Background: an optimization exercise with open tools, aiming at small area, a short achievable clock period and few clock cycles. Do not read the settings as production practice.
In this exercise RTL edits were held to simulation tests only and were not proved equivalent to the original.
Power and IR drop assume default switching activity.

Design core_top, start of the top module:
module core_top (
    input  logic                    clk,
    input  logic                    rst,
    output logic [64-1:0]   pc,
    input  logic [32-1:0]   inst,
    output logic [64-1:0]   dmem_addr,
    output logic                    dmem_we,
    output logic [64-1:0]   dmem_wdata,
    output logic                    dmem_re,
    input  logic [64-1:0]   dmem_rdata,
    input  logic                    mem_stall,
    output logic                    commit_valid,
    output logic [64-1:0]   commit_pc,
    output logic [5-1:0] commit_rd,
    output logic                    commit_we,
    output logic [64-1:0]   commit_data
);
    logic [6:0] opc;
    logic [2:0] f3;
    logic [6:0] f7;
    logic [4:0] rd, rs1, rs2;
    assign opc = inst[6:0];
    assign f3  = inst[14:12];
    assign f7  = inst[31:25];
    assign rd  = inst[11:7];
    assign rs1 = inst[19:15];
    assign rs2 = inst[24:20];
    logic is_op, is_opimm, is_load, is_store, is_bropc, is_jal;
    assign is_op    = (opc == 7'b0110011);
    assign is_opimm = (opc == 7'b0010011);
    assign is_load  = (opc == 7'b0000011);
    assign is_store = (opc == 7'b0100011);
    assign is_bropc = (opc == 7'b1100011);
    assign is_jal   = (opc == 7'b1101111);
    logic f7z, op_add, op_sub, op_and, op_or, op_xor, op_slt;
    assign f7z    = (f7 == 7'h00);
    assign op_add = is_op && f7z && (f3 == 3'b000);
    assign op_sub = is_op && (f7 == 7'h20) && (f3 == 3'b000);
    assign op_and = is_op && f7z && (f3 == 3'b111);
    assign op_or  = is_op && f7z && (f3 == 3'b110);
    assign op_xor = is_op && f7z && (f3 == 3'b100);
    assign op_slt = is_op && f7z && (f3 == 3'b010);
    logic d_addi, d_ld, d_sd, d_br, d_we, d_pred, d_bimm;
    assign d_addi = is_opimm && (f3 == 3'b000);
    assign d_ld   = is_load && (f3 == 3'b011);
    assign d_sd   = is_store && (f3 == 3'b011);
    assign d_br   = is_bropc && (f3[2:1] == 2'b00);
    assign d_we   = (rd != 5'd0) &&
                    (op_add || op_sub || op_and || op_or || op_xor || op_slt ||
  ...
For scale: roughly 9900 cells after synthesis, ~120000 um2 of cells after synthesis.
make LEC_CHECK=0 CAP_MARGIN=20 CORE_MARGIN=2 CORE_UTILIZATION=46 PLACE_DENSITY=0.56 SETUP_SLACK_MARGIN=2.9 SLEW_MARGIN=20 SYNTH_HIERARCHICAL=1 finish   # period 6.5 ns
run.sh (not shown) runs the stock make flow with config.mk's settings and CLKGATE_MAP_FILE= SYNTH_SCRIPT=/design/flow/synth_recipe.tcl, a recipe that flattens the netlist after the stock synthesis.
The baseline finished with timing, DRC and antenna clean.
Testbench counts at the start, summed over its fixed seeds: cycles 52,737.
Edit:
Settings changed: CORE_UTILIZATION 46 to 40, PLACE_DENSITY 0.56 to 0.5.
Outcome: Global-route usage falls by 4.3 points. Final cell count rises by a few percent. Area after synthesis is unchanged. Setup slack got worse by 0.0082 ns. Via count falls slightly. Hold slack hardly moves. Clock power stays flat. Die area rises by about a fifth. Combinational power rises by a few percent. Total power rises slightly. Fmax hardly moves.
Edit:
Settings changed: SETUP_SLACK_MARGIN 2.9 to 2.4.
=>
- The new run ran to the end with no violations
- via count shrinks by a few percent
- cell area fell by a few percent
- setup slack loses 0.40 ns
- non-clock buffer count came out lower by 523
- synthesized cell count does not change
- critical path depth came out lower by 1
Edit:
Settings changed: CORE_UTILIZATION 40 to 46, CTS_BUF_LIST from default to sky130_fd_sc_hd__clkbuf_8, PLACE_DENSITY 0.5 to 0.56, SETUP_SLACK_MARGIN 2.4 to 2.3.
Effect: Final cell count falls by about 2.2%; sequential cell count is unchanged; maximum frequency is lower by 2.2%; setup slack loses 0.099 ns; clock power came out lower by about 12%; area after synthesis does not change.
Edit:
Settings changed: CORE_UTILIZATION 46 to 40, PLACE_DENSITY 0.56 to 0.5, SETUP_SLACK_MARGIN 2.3 to 2.9.
Die area increases by 15%. Clock-buffer cell count is higher by 8. Via count increases by 1.7%.
Edit:
Settings changed: CORE_UTILIZATION 40 to 46, PLACE_DENSITY 0.5 to 0.56.
The changed run went through all stages and came out clean; count of clock-buffer cells in the layout falls by 11; utilization is higher by 6.8 points; worst setup slack degrades by 0.051 ns; critical path depth rises by 1; first-iteration DRC count came out higher by 9.0%; register-to-register slack loses 0.06 ns; cell count goes down by 4.2%; global-route usage increases by 4.4 points; total power is about the same; synthesized cell count does not change; wire length shrinks by 3.0%.

========
core_top again, from the RTL that the note above started with.
Design core_top, start of the top module:
module core_top (
    input  logic                    clk,
    input  logic                    rst,
    output logic [64-1:0]   pc,
    input  logic [32-1:0]   inst,
    output logic [64-1:0]   dmem_addr,
    output logic                    dmem_we,
    output logic [64-1:0]   dmem_wdata,
    output logic                    dmem_re,
    input  logic [64-1:0]   dmem_rdata,
    input  logic                    mem_stall,
    output logic                    commit_valid,
    output logic [64-1:0]   commit_pc,
    output logic [5-1:0] commit_rd,
    output logic                    commit_we,
    output logic [64-1:0]   commit_data
);
Settings: LEC_CHECK=0, CAP_MARGIN=20, CORE_MARGIN=2, CORE_UTILIZATION=46, CTS_BUF_LIST=sky130_fd_sc_hd__clkbuf_8, PLACE_DENSITY=0.56, SETUP_SLACK_MARGIN=2.5, SLEW_MARGIN=20, SYNTH_HIERARCHICAL=1; clock period 6.5 ns.
Testbench counts at the start, summed over its fixed seeds: cycles 52,737.
Then changed:
--- a/flow/config.mk
+++ b/flow/config.mk
@@ -12,3 +12,3 @@
 export PLACE_DENSITY = 0.56
-export SETUP_SLACK_MARGIN = 2.5
+export SETUP_SLACK_MARGIN = 2.7
 export SLEW_MARGIN = 20
After rerunning: The new run finished with timing, DRC and antenna clean. Global-route usage rose by 0.50 points. Wire length rose by about 1%. Critical path depth fell by 4. Total power rose by about 0.9%.

re-timing with driven ports:
In the flow no input, the clock included, has a driving cell. The finished layouts below were timed again as built, in two steps.
Step 1 sets driving cells, clkbuf_16 on the clock port and buf_2 on the other inputs (assumed; they add their load-dependent delay and slew).
Step 2 times the ports against the registers' clock, not the clock port: input delays grow and output delays shrink by t, the midpoint of the rising clock arrivals with the driver on.
Slacks: no drivers / after step 1 / after step 2; pairs: no drivers / after step 1.
| run | t, ns | slack for setup (ns) | worst setup path after step 2 |
|---|---|---|---|
| the first run of note 1 | 1.014 | 2.519 / 2.232 / 1.218 | input to register |
| the second run of note 1 | 1.039 | 2.511 / 2.419 / 1.380 | input to register |
| the third run of note 1 | 1.016 | 2.115 / 2.118 / 1.102 | input to register |
| the fourth run of note 1 | 1.154 | 2.017 / 2.015 / 0.861 | input to register |
| the fifth run of note 1 | 1.226 | 2.447 / 2.350 / 1.153 | input to register |
| the sixth run of note 1 | 1.254 | 2.396 / 2.287 / 1.221 | input to register |
| the first run of note 2 | 1.214 | 2.297 / 2.282 / 1.136 | input to register |
| the second run of note 2 | 1.230 | 2.468 / 2.371 / 1.157 | input to register |
After both steps every run listed still meets setup and hold. The setup slack of the second run of note 2, which loses most, moves by -0.097 ns with the drivers and by -1.311 ns with both steps.
